Context: an optimization exercise on an open-source flow, tuned for small area. The choices shown serve that exercise and are no tape-out recipe.
Only simulation tests tie the RTL to the original design; equivalence was not proved.
No activity file was given, so power comes from the tool's default toggle rates.

==> inputs of v14 <==
==> flow/design.v (excerpt) <==
module matrix_io_top #(
    parameter int max_slots = 4,
    parameter int max_dim   = 5
) (
    input  logic                 clk,
    input  logic                 rst_n,
    input  matrix_io_pkg::elem_t rx_data,
    input  logic                 rx_done,
    input  logic                 config_en,
    input  logic                 print_trigger,
    input  logic [3:0]           sw_select,
    input  logic                 tx_busy,
    output matrix_io_pkg::elem_t tx_data,
    output logic                 tx_start,
    output logic [3:0]           slot_valid
);
==> flow/config.mk <==
export PLATFORM = sky130hd
export DESIGN_NAME = matrix_io_top
export DESIGN_NICKNAME = matrix_io_top
export VERILOG_FILES = /design/flow/design.v
export SDC_FILE = /design/flow/constraint.sdc
export NUM_CORES = 4
export LEC_CHECK = 0
export CAP_MARGIN = 20
export CORE_MARGIN = 2
export CORE_UTILIZATION = 65
export CTS_BUF_LIST = sky130_fd_sc_hd__clkbuf_8
export CTS_CLUSTER_DIAMETER = 50
export CTS_CLUSTER_SIZE = 18
export PLACE_DENSITY = 0.75
export SLEW_MARGIN = 20
==> flow/constraint.sdc <==
create_clock -name core_clock -period 10.0 [get_ports {clk}]
set_input_delay 2.0000 -clock core_clock [delete_from_list [all_inputs] [get_ports {clk}]]
set_output_delay 2.0000 -clock core_clock [all_outputs]
set_load 0.01 [all_outputs]
standard.sh (not shown) runs the stock make flow with config.mk's settings and CLKGATE_MAP_FILE= SYNTH_SCRIPT=/design/flow/synth_recipe.tcl, a recipe that flattens the netlist after the stock synthesis.
==> flow/flow/run.sh <==
#!/bin/bash
# Own layout flow: the standard ORFS flow (standard.sh), with
#  - synthesis unchanged except for the ABC script, which maps for area
#    (amap) instead of the default delay-oriented mapping; registers are
#    mapped before ABC runs, so they are exactly the standard synthesis's;
#  - CTS without dummy loads;
#  - port buffers of the smallest buffer cell;
#  - no full/half-adder cell extraction before ABC.
# Every tool's output goes to the ORFS logs under orfs/logs; make's own
# output goes to flow_make.log in the work folder.
set -euo pipefail
cd "$(dirname "$0")/.."
W=$PWD

# synth.tcl with the ABC script replaced
python3 - "$FLOW_HOME/scripts/synth.tcl" "$W/flow/synth_area.tcl" "$W/flow/area.abc" <<'PY'
import sys
src, dst, abc = sys.argv[1:4]
t = open(src).read()
anchor = "source $::env(SCRIPTS_DIR)/synth_preamble.tcl\n"
assert anchor in t
t = t.replace(anchor, anchor +
    "set abc_args [list -script %s {*}$lib_args {*}$lib_dont_use_args]\n" % abc)
open(dst, "w").write(t)
PY
sed "s|source \$::env(SCRIPTS_DIR)/synth.tcl|source $W/flow/synth_area.tcl|" synth_recipe.tcl > flow/synth_recipe_area.tcl
grep -q "synth_area.tcl" flow/synth_recipe_area.tcl

# standard.sh with the synthesis script swapped
sed "s|SYNTH_SCRIPT=[^ ]*|SYNTH_SCRIPT=$W/flow/synth_recipe_area.tcl|" standard.sh > flow/standard_area.sh
grep -q "synth_recipe_area.tcl" flow/standard_area.sh

CTS_BUF=$(sed -n 's/.*CTS_BUF_LIST=\([^ ]*\).*/\1/p' standard.sh)
CTS_SIZE=$(sed -n 's/.*CTS_CLUSTER_SIZE=\([^ ]*\).*/\1/p' standard.sh)
CTS_DIAM=$(sed -n 's/.*CTS_CLUSTER_DIAMETER=\([^ ]*\).*/\1/p' standard.sh)
export CTS_ARGS="-sink_clustering_enable -repair_clock_nets -dont_use_dummy_load -sink_clustering_size $CTS_SIZE -sink_clustering_max_diameter $CTS_DIAM -buf_list $CTS_BUF"
export BUFFER_PORTS_ARGS="-buffer_cell sky130_fd_sc_hd__buf_1"
# leave adders to ABC instead of extracting full/half-adder cells
export ADDER_MAP_FILE=
if [[ -f flow/extra.env ]]; then source flow/extra.env; fi

bash flow/standard_area.sh > flow_make.log 2>&1
==> flow/flow/area.abc <==
strash
dc2
dch -f
amap
strash
dch -f
amap
topo
==> inputs of v7, as changes to v14 <==
--- a/flow/design.v
+++ b/flow/design.v
@@ -107,62 +107,73 @@
     endfunction
     logic [4:0] phase;
     logic [4:0] phase_nxt;
     assign phase_nxt = inc24(phase);
     always_ff @(posedge clk or negedge rst_n) begin
         if (!rst_n) phase <= '0;
         else        phase <= phase_nxt;
     end
+    function automatic logic [4:0] add24(input logic [4:0] a, input logic [4:0] b);
+        logic [5:0] s;
+        logic [5:0] d;
+        s = {1'b0, a} + {1'b0, b};
+        d = s - 6'd24;
+        add24 = (s >= 6'd24) ? d[4:0] : s[4:0];
+    endfunction
     logic [4:0] wpos;
+    logic [1:0] wdly;
+    logic [2:0] wtgt;
     logic       ring_wr;
-    logic [4:0] last_pos;     
-    assign wpos    = (data_cnt == 5'd1) ? phase_nxt : inc24(inc24(last_pos));
+    assign wpos    = add24(data_cnt, phase);
+    assign wdly    = 2'd0 - wpos[1:0];
+    assign wtgt    = (wdly == 2'd0) ? wpos[4:2] :
+                     (wpos[4:2] == 3'd5) ? 3'd0 : wpos[4:2] + 3'd1;
     assign ring_wr = wr_en && data_cnt != 5'd0;
-    always_ff @(posedge clk) begin
-        if (ring_wr) last_pos <= wpos;
-        else         last_pos <= inc24(last_pos);
-    end
-    logic                 wh1, wh2, wh3;
+    logic                 pv1, pv2, pv3;
+    logic [1:0]           pd1;
+    logic                 pd2;
+    logic [2:0]           pt1, pt2, pt3;
     matrix_io_pkg::elem_t pq1, pq2, pq3;
     matrix_io_pkg::slot_t ps;
     always_ff @(posedge clk or negedge rst_n) begin
         if (!rst_n) begin
-            wh1 <= 1'b0;
-            wh2 <= 1'b0;
-            wh3 <= 1'b0;
+            pv1 <= 1'b0;
+            pv2 <= 1'b0;
+            pv3 <= 1'b0;
         end else begin
-            wh1 <= ring_wr;
-            wh2 <= wh1;
-            wh3 <= wh2;
+            pv1 <= ring_wr && wdly != 2'd0;
+            pv2 <= pv1 && pd1 != 2'd1;
+            pv3 <= pv2 && !pd2;
         end
     end
     always_ff @(posedge clk) begin
+        pd1 <= wdly;
+        pd2 <= (pd1 == 2'd2);
+        pt1 <= wtgt;
+        pt2 <= pt1;
+        pt3 <= pt2;
         pq1 <= num_value;
         pq2 <= pq1;
         pq3 <= pq2;
         if (ring_wr)
             ps <= wr_ptr;
     end
-    logic                 c0, c_last, c_prev;
+    logic                 c0, c1, c2;
     logic                 c_en;
     matrix_io_pkg::slot_t c_slot;
-    logic [2:0]           c_idx;      
+    logic [2:0]           c_idx;
     matrix_io_pkg::elem_t c_data;
-    matrix_io_pkg::elem_t last_q;
-    assign c0     = ring_wr && wpos[1:0] == 2'd0;
-    assign c_last = (wh1 || wh2 || wh3) && last_pos[1:0] == 2'd3;
-    assign c_prev = wh1 && wh3 && last_pos[1:0] == 2'd0;
-    assign last_q = wh1 ? pq1 : wh2 ? pq2 : pq3;
-    assign c_en   = c0 || c_last || c_prev;
+    assign c0     = ring_wr && wdly == 2'd0;
+    assign c1     = pv1 && pd1 == 2'd1;
+    assign c2     = pv2 && pd2;
+    assign c_en   = c0 || c1 || c2 || pv3;
     assign c_slot = c0 ? wr_ptr : ps;
-    assign c_idx  = c0 ? wpos[4:2] :
-                    c_prev ? last_pos[4:2] :
-                    (last_pos[4:2] == 3'd5) ? 3'd0 : last_pos[4:2] + 3'd1;
-    assign c_data = c0 ? num_value : c_prev ? pq3 : last_q;
+    assign c_idx  = c0 ? wtgt : c1 ? pt1 : c2 ? pt2 : pt3;
+    assign c_data = c0 ? num_value : c1 ? pq1 : c2 ? pq2 : pq3;
     logic [7:0] ring [4][24];
     for (genvar s = 0; s < 4; s++) begin : g_slot
         for (genvar j = 0; j < 24; j++) begin : g_pos
             if (j % 4 == 0) begin : g_load
                 logic sel;
                 assign sel = c_en && c_slot == s && c_idx == j / 4;
                 always_ff @(posedge clk) begin
                     if (j % 8 == 0)
CTS_CLUSTER_DIAMETER = 60   (was 50)
CTS_CLUSTER_SIZE = 20   (was 18)
==> inputs of v5, as changes to v14 <==
--- a/flow/design.v
+++ b/flow/design.v
@@ -107,62 +107,73 @@
     endfunction
     logic [4:0] phase;
     logic [4:0] phase_nxt;
     assign phase_nxt = inc24(phase);
     always_ff @(posedge clk or negedge rst_n) begin
         if (!rst_n) phase <= '0;
         else        phase <= phase_nxt;
     end
+    function automatic logic [4:0] add24(input logic [4:0] a, input logic [4:0] b);
+        logic [5:0] s;
+        logic [5:0] d;
+        s = {1'b0, a} + {1'b0, b};
+        d = s - 6'd24;
+        add24 = (s >= 6'd24) ? d[4:0] : s[4:0];
+    endfunction
     logic [4:0] wpos;
+    logic [1:0] wdly;
+    logic [2:0] wtgt;
     logic       ring_wr;
-    logic [4:0] last_pos;     
-    assign wpos    = (data_cnt == 5'd1) ? phase_nxt : inc24(inc24(last_pos));
+    assign wpos    = add24(data_cnt, phase);
+    assign wdly    = 2'd0 - wpos[1:0];
+    assign wtgt    = (wdly == 2'd0) ? wpos[4:2] :
+                     (wpos[4:2] == 3'd5) ? 3'd0 : wpos[4:2] + 3'd1;
     assign ring_wr = wr_en && data_cnt != 5'd0;
-    always_ff @(posedge clk) begin
-        if (ring_wr) last_pos <= wpos;
-        else         last_pos <= inc24(last_pos);
-    end
-    logic                 wh1, wh2, wh3;
+    logic                 pv1, pv2, pv3;
+    logic [1:0]           pd1;
+    logic                 pd2;
+    logic [2:0]           pt1, pt2, pt3;
     matrix_io_pkg::elem_t pq1, pq2, pq3;
     matrix_io_pkg::slot_t ps;
     always_ff @(posedge clk or negedge rst_n) begin
         if (!rst_n) begin
-            wh1 <= 1'b0;
-            wh2 <= 1'b0;
-            wh3 <= 1'b0;
+            pv1 <= 1'b0;
+            pv2 <= 1'b0;
+            pv3 <= 1'b0;
         end else begin
-            wh1 <= ring_wr;
-            wh2 <= wh1;
-            wh3 <= wh2;
+            pv1 <= ring_wr && wdly != 2'd0;
+            pv2 <= pv1 && pd1 != 2'd1;
+            pv3 <= pv2 && !pd2;
         end
     end
     always_ff @(posedge clk) begin
+        pd1 <= wdly;
+        pd2 <= (pd1 == 2'd2);
+        pt1 <= wtgt;
+        pt2 <= pt1;
+        pt3 <= pt2;
         pq1 <= num_value;
         pq2 <= pq1;
         pq3 <= pq2;
         if (ring_wr)
             ps <= wr_ptr;
     end
-    logic                 c0, c_last, c_prev;
+    logic                 c0, c1, c2;
     logic                 c_en;
     matrix_io_pkg::slot_t c_slot;
-    logic [2:0]           c_idx;      
+    logic [2:0]           c_idx;
     matrix_io_pkg::elem_t c_data;
-    matrix_io_pkg::elem_t last_q;
-    assign c0     = ring_wr && wpos[1:0] == 2'd0;
-    assign c_last = (wh1 || wh2 || wh3) && last_pos[1:0] == 2'd3;
-    assign c_prev = wh1 && wh3 && last_pos[1:0] == 2'd0;
-    assign last_q = wh1 ? pq1 : wh2 ? pq2 : pq3;
-    assign c_en   = c0 || c_last || c_prev;
+    assign c0     = ring_wr && wdly == 2'd0;
+    assign c1     = pv1 && pd1 == 2'd1;
+    assign c2     = pv2 && pd2;
+    assign c_en   = c0 || c1 || c2 || pv3;
     assign c_slot = c0 ? wr_ptr : ps;
-    assign c_idx  = c0 ? wpos[4:2] :
-                    c_prev ? last_pos[4:2] :
-                    (last_pos[4:2] == 3'd5) ? 3'd0 : last_pos[4:2] + 3'd1;
-    assign c_data = c0 ? num_value : c_prev ? pq3 : last_q;
+    assign c_idx  = c0 ? wtgt : c1 ? pt1 : c2 ? pt2 : pt3;
+    assign c_data = c0 ? num_value : c1 ? pq1 : c2 ? pq2 : pq3;
     logic [7:0] ring [4][24];
     for (genvar s = 0; s < 4; s++) begin : g_slot
         for (genvar j = 0; j < 24; j++) begin : g_pos
             if (j % 4 == 0) begin : g_load
                 logic sel;
                 assign sel = c_en && c_slot == s && c_idx == j / 4;
                 always_ff @(posedge clk) begin
                     if (j % 8 == 0)
==> inputs of v29, as changes to v14 <==
CTS_CLUSTER_SIZE = 20   (was 18)
==> qor summary <==
Result of the run: v7 complete, no violations; v5 complete, no violations; v29 complete, no violations; v14 complete, no violations
Met3 usage in global routing: v7 0.0471; v5 0.0543; v29 0.0405; v14 0.0490
Clk power: v7 1.53 mW; v5 1.67 mW; v29 1.56 mW; v14 1.65 mW
Internal cell power: v7 4.83 mW; v5 4.94 mW; v29 4.88 mW; v14 4.95 mW
Total global routing track utilization: v7 0.276; v5 0.279; v29 0.275; v14 0.276
Seq. pwr: v7 4.15 mW; v5 4.15 mW; v29 4.14 mW; v14 4.14 mW
Post-DR wirelength/cell: v7 22.0 um; v5 22.2 um; v29 21.6 um; v14 21.6 um
Highest attainable clock frequency: v7 191 MHz; v5 189 MHz; v29 154 MHz; v14 152 MHz
Count of sequential standard cells: v7 948; v5 948; v29 941; v14 941
Number of clock buffers inserted by TritonCTS: v7 55; v5 67; v29 58; v14 66
Fraction of standard cell area in multi-input logic: v7 0.180; v5 0.179; v29 0.182; v14 0.181
Hold Worst Slack: v7 0.288 ns; v5 0.306 ns; v29 0.283 ns; v14 0.292 ns
Number of global-route vias before repair: v7 14600; v5 14700; v29 14600; v14 14700
Slew at the pin with the worst max-slew slack: v7 1.12 ns; v5 1.16 ns; v29 1.16 ns; v14 1.16 ns
Reported net switching power: v7 1.90 mW; v5 1.93 mW; v29 2.02 mW; v14 2.04 mW
Pre-antenna DRT Iters: v7 6; v5 9; v29 7; v14 7
Register share of the cell area: v7 0.740; v5 0.735; v29 0.736; v14 0.733

---

==> inputs of 06-26 <==
Another version of the RTL of matrix_io_top (not shown whole).
==> flow/config.mk <==
export PLATFORM = sky130hd
export DESIGN_NAME = matrix_io_top
export DESIGN_NICKNAME = matrix_io_top
export VERILOG_FILES = /design/flow/design.v
export SDC_FILE = /design/flow/constraint.sdc
export NUM_CORES = 4
export LEC_CHECK = 0
export CAP_MARGIN = 20
export CORE_MARGIN = 2
export CORE_UTILIZATION = 65
export CTS_BUF_LIST = sky130_fd_sc_hd__clkbuf_8
export CTS_CLUSTER_DIAMETER = 50
export CTS_CLUSTER_SIZE = 16
export PLACE_DENSITY = 0.75
export SLEW_MARGIN = 20
==> flow/constraint.sdc <==
create_clock -name core_clock -period 10.0 [get_ports {clk}]
set_input_delay 2.0000 -clock core_clock [delete_from_list [all_inputs] [get_ports {clk}]]
set_output_delay 2.0000 -clock core_clock [all_outputs]
set_load 0.01 [all_outputs]
run.sh (not shown) runs the stock make flow with config.mk's settings and CLKGATE_MAP_FILE= SYNTH_SCRIPT=/design/flow/synth_recipe.tcl, a recipe that flattens the netlist after the stock synthesis.
Stock flow here: none of the scripts above is used.
==> 06-23: changes against 06-26 <==
--- a/flow/design.v
+++ b/flow/design.v
@@ -164,15 +164,17 @@
     assign c_data = c0 ? num_value : c1 ? pq1 : c2 ? pq2 : pq3;
     logic [7:0] ring [4][24];
     for (genvar s = 0; s < 4; s++) begin : g_slot
         for (genvar j = 0; j < 24; j++) begin : g_pos
             if (j % 4 == 0) begin : g_load
+                logic sel;
+                assign sel = c_en && c_slot == s && c_idx == j / 4;
                 always_ff @(posedge clk) begin
-                    if (c_en && c_slot == s && c_idx == j / 4)
-                        ring[s][j] <= c_data;
+                    if (j % 8 == 0)
+                        ring[s][j] <= sel ? c_data : ~ring[s][(j + 23) % 24];
                     else
-                        ring[s][j] <= ring[s][(j + 23) % 24];
+                        ring[s][j] <= sel ? ~c_data : ~ring[s][(j + 23) % 24];
                 end
             end else begin : g_shift
                 always_ff @(posedge clk)
                     ring[s][j] <= ring[s][j - 1];
             end
@@ -295,24 +297,42 @@
     assign hit       = sw_select & slot_valid;
     assign sel_found = |hit;
     assign sel_slot  = hit[0] ? 2'd0 : hit[1] ? 2'd1 : hit[2] ? 2'd2 : 2'd3;
     matrix_io_pkg::elem_t val;
     logic [3:0]           dig_h, dig_t, dig_u;
+    function automatic logic [3:0] div5_step(input logic [2:0] r, input logic b);
+        logic       q;
+        logic [2:0] n;
+        q    = r[2] | (r[1] & (r[0] | b));
+        n[0] = (~r[2] & ~r[1] & b) | ((r[2] | (r[1] & r[0])) & ~b);
+        n[1] = (~r[2] & ~r[1] & r[0]) | (r[1] & r[0] & b) | (r[2] & ~b);
+        n[2] = (r[1] & ~r[0] & ~b) | (r[2] & b);
+        div5_step = {q, n};
+    endfunction
+    logic [3:0] s1, s2, s3, s4, s5, s6, s7;
+    logic [4:0] quo;
     always_comb begin
-        logic [7:0] r;
-        r     = val;
-        dig_h = 4'd0;
-        if (r >= 8'd200) begin dig_h = 4'd2; r = r - 8'd200; end
-        else if (r >= 8'd100) begin dig_h = 4'd1; r = r - 8'd100; end
-        dig_t = 4'(r[6:0] / 7'd10);
-        dig_u = 4'(r[6:0] % 7'd10);
+        s1    = div5_step({1'b0, val[7], val[6]}, val[5]);
+        s2    = div5_step(s1[2:0], val[4]);
+        s3    = div5_step(s2[2:0], val[3]);
+        s4    = div5_step(s3[2:0], val[2]);
+        s5    = div5_step(s4[2:0], val[1]);
+        quo   = {s1[3], s2[3], s3[3], s4[3], s5[3]};
+        s6    = div5_step({1'b0, quo[4], quo[3]}, quo[2]);
+        s7    = div5_step(s6[2:0], quo[1]);
+        dig_h = {2'b00, s6[3], s7[3]};
+        dig_t = {s7[2:0], quo[0]};
+        dig_u = {s5[2:0], val[0]};
     end
     matrix_io_pkg::tx_state_t tx_state;
-    matrix_io_pkg::dim_t      out_rows, out_cols;
-    matrix_io_pkg::dim_t      row_cnt, col_cnt;
+    matrix_io_pkg::dim_t      cols_m1;             
+    matrix_io_pkg::dim_t      row_left, col_left;  
+    logic                     row_end, mat_end;
     logic                     char_done;
     assign char_done = !tx_busy && !tx_start;
+    assign row_end   = (col_left == 3'd0);
+    assign mat_end   = (row_left == 3'd0);
     always_ff @(posedge clk or negedge rst_n) begin
         if (!rst_n) begin
             tx_state <= matrix_io_pkg::tx_idle;
             tx_start <= 1'b0;
             tx_data  <= '0;
@@ -356,11 +376,11 @@
                     tx_data  <= matrix_io_pkg::ascii_space;
                     tx_start <= 1'b1;
                     tx_state <= matrix_io_pkg::tx_wait_space;
                 end
                 matrix_io_pkg::tx_wait_space: if (char_done) begin
-                    if (col_cnt == out_cols - 3'd1)
+                    if (row_end)
                         tx_state <= matrix_io_pkg::tx_cr;
                     else
                         tx_state <= matrix_io_pkg::tx_load;
                 end
                 matrix_io_pkg::tx_cr: begin
@@ -374,11 +394,11 @@
                     tx_data  <= matrix_io_pkg::ascii_lf;
                     tx_start <= 1'b1;
                     tx_state <= matrix_io_pkg::tx_wait_lf;
                 end
                 matrix_io_pkg::tx_wait_lf: if (char_done) begin
-                    if (row_cnt == out_rows - 3'd1)
+                    if (mat_end)
                         tx_state <= matrix_io_pkg::tx_idle;
                     else
                         tx_state <= matrix_io_pkg::tx_load;
                 end
                 default: tx_state <= matrix_io_pkg::tx_idle;
@@ -388,28 +408,27 @@
     always_ff @(posedge clk) begin
         case (tx_state)
             matrix_io_pkg::tx_idle: if (trig_edge && sel_found) begin
                 rd_slot <= sel_slot;
                 rd_idx  <= '0;
-                row_cnt <= '0;
-                col_cnt <= '0;
             end
             matrix_io_pkg::tx_load: begin
                 if (rd_idx == '0) begin
-                    out_rows <= rd_rows;
-                    out_cols <= rd_cols;
+                    row_left <= rd_rows - 3'd1;
+                    col_left <= rd_cols - 3'd1;
+                    cols_m1  <= rd_cols - 3'd1;
                 end
                 val <= rd_elem;
             end
-            matrix_io_pkg::tx_wait_space: if (char_done && col_cnt != out_cols - 3'd1) begin
-                col_cnt <= col_cnt + 3'd1;
-                rd_idx  <= rd_idx + 5'd1;
-            end
-            matrix_io_pkg::tx_wait_lf: if (char_done && row_cnt != out_rows - 3'd1) begin
-                row_cnt <= row_cnt + 3'd1;
-                col_cnt <= '0;
-                rd_idx  <= rd_idx + 5'd1;
+            matrix_io_pkg::tx_wait_space: if (char_done && !row_end) begin
+                col_left <= col_left - 3'd1;
+                rd_idx   <= rd_idx + 5'd1;
+            end
+            matrix_io_pkg::tx_wait_lf: if (char_done && !mat_end) begin
+                row_left <= row_left - 3'd1;
+                col_left <= cols_m1;
+                rd_idx   <= rd_idx + 5'd1;
             end
             default: ;
         endcase
     end
 endmodule
==> flow/flow/run.sh (new file) <==
#!/bin/bash
# Own layout flow: the standard ORFS flow (standard.sh), with
#  - synthesis unchanged except for the ABC script, which maps for area
#    (amap) instead of the default delay-oriented mapping; registers are
#    mapped before ABC runs, so they are exactly the standard synthesis's;
#  - CTS without dummy loads;
#  - port buffers of the smallest buffer cell;
#  - no full/half-adder cell extraction before ABC.
# Every tool's output goes to the ORFS logs under orfs/logs; make's own
# output goes to flow_make.log in the work folder.
set -euo pipefail
cd "$(dirname "$0")/.."
W=$PWD

# synth.tcl with the ABC script replaced
python3 - "$FLOW_HOME/scripts/synth.tcl" "$W/flow/synth_area.tcl" "$W/flow/area.abc" <<'PY'
import sys
src, dst, abc = sys.argv[1:4]
t = open(src).read()
anchor = "source $::env(SCRIPTS_DIR)/synth_preamble.tcl\n"
assert anchor in t
t = t.replace(anchor, anchor +
    "set abc_args [list -script %s {*}$lib_args {*}$lib_dont_use_args]\n" % abc)
open(dst, "w").write(t)
PY
sed "s|source \$::env(SCRIPTS_DIR)/synth.tcl|source $W/flow/synth_area.tcl|" synth_recipe.tcl > flow/synth_recipe_area.tcl
grep -q "synth_area.tcl" flow/synth_recipe_area.tcl

# standard.sh with the synthesis script swapped
sed "s|SYNTH_SCRIPT=[^ ]*|SYNTH_SCRIPT=$W/flow/synth_recipe_area.tcl|" standard.sh > flow/standard_area.sh
grep -q "synth_recipe_area.tcl" flow/standard_area.sh

CTS_BUF=$(sed -n 's/.*CTS_BUF_LIST=\([^ ]*\).*/\1/p' standard.sh)
CTS_SIZE=$(sed -n 's/.*CTS_CLUSTER_SIZE=\([^ ]*\).*/\1/p' standard.sh)
CTS_DIAM=$(sed -n 's/.*CTS_CLUSTER_DIAMETER=\([^ ]*\).*/\1/p' standard.sh)
export CTS_ARGS="-sink_clustering_enable -repair_clock_nets -dont_use_dummy_load -sink_clustering_size $CTS_SIZE -sink_clustering_max_diameter $CTS_DIAM -buf_list $CTS_BUF"
export BUFFER_PORTS_ARGS="-buffer_cell sky130_fd_sc_hd__buf_1"
# leave adders to ABC instead of extracting full/half-adder cells
export ADDER_MAP_FILE=
if [[ -f flow/extra.env ]]; then source flow/extra.env; fi

bash flow/standard_area.sh > flow_make.log 2>&1
==> flow/flow/area.abc (new file) <==
strash
dc2
dch -f
amap
strash
dch -f
amap
topo
==> flow/standard.sh (new file) <==
#!/bin/bash
# synth_recipe.tcl (not shown) runs the flow's synth.tcl, then flattens the netlist and writes it again
# the make line also repeats each setting of config.mk as NAME=value (left out here)
make -C /OpenROAD-flow-scripts/flow DESIGN_CONFIG=/design/flow/config.mk WORK_HOME=/design/flow/orfs CLKGATE_MAP_FILE= SYNTH_SCRIPT=/design/flow/synth_recipe.tcl "${@:-finish}"
removed: flow/run.sh
==> impl_metrics.toml <==
[status]
outcome = "complete, no violations"

[cells_and_area]
multi_input_cells = 887
stdcell_area_um2 = 27600
sh_seq_area_pct = 73.1
regArea_um2 = 20200

[route]
drt_iter0_markers = 1340
vias_per_cell = 5.97

[critical_path]
path_cells = "buf_1 > nor2_1 > nand4_1 > nor2_1 > clkinv_1 > o22ai_1 > clkinv_1 > or3_1 > nor2_1 > clkinv_1 > o22ai_1"
worst_path_largest_cell_delay_ns = 0.86
cp-endpoint = "u_store.ring[16][4]"

[global_route]
grt_util_met2_pct = 47.2

[synthesis]
syn_area_per_cell_um2 = 13.0
synthTopCellsByArea = "dfxtp_1, edfxtp_1, o22ai_1"

[power]
vdd.ir_drop.worst_uv = 172
switching_share_pct = 27.0
clkPwrFrac_pct = 26.0

[cts]
clock_latency_ns = 0.66
the above is filed under 06-23

==> impl_metrics.toml <==
[status]
outcome = "complete, no violations"

[synthesis]
syn_area_per_cell_um2 = 14.3

[power]
clkPwrFrac_pct = 28.2
switching_share_pct = 26.8

[cells_and_area]
sh_seq_area_pct = 66.0

[global_route]
grt_util_met2_pct = 40.6

[critical_path]
cp-endpoint = "u_store.pf_buf[3]"
worst_path_largest_cell_delay_ns = 0.88

[cts]
clock_latency_ns = 0.67

[route]
vias_per_cell = 5.59
the above is filed under 06-26

-- afterwards: timing with drivers on the ports --
The results above use ideal ports. As a check the final layouts listed here were re-extracted and re-timed, cells and wires unchanged. Step 1, drivers: a clkbuf_16 drives clk and a buf_2 each remaining input, both assumed. Step 2 also shifts input and output timing later by t, the mid clock arrival at the registers, as if the neighbouring blocks saw the same clock. Slacks: ideal ports / drivers / drivers and shift; pairs: ideal ports / drivers.
run | t, ns | slack for setup (ns) | clock arrival spread, ns | worst data-port slew with drivers (ns)
v14 | 0.655 | 3.440 / 3.469 / 2.813 | 0.079 / 0.079 | 0.03
v7 | 0.692 | 4.756 / 4.781 / 4.089 | 0.054 / 0.055 | 0.04
v5 | 0.673 | 4.704 / 4.729 / 4.056 | 0.073 / 0.072 | 0.04
v29 | 0.698 | 3.517 / 3.544 / 2.846 | 0.075 / 0.075 | 0.03
06-26 | 0.712 | 4.933 / 4.933 / 4.417 | 0.030 / 0.031 | 0.04
06-23 | 0.678 | 3.841 / 3.869 / 3.191 | 0.078 / 0.078 | 0.04
After both steps setup and hold are still met in every run listed. The setup slack of v29, which loses most, moves by +0.027 ns with the drivers and by -0.671 ns with both steps.
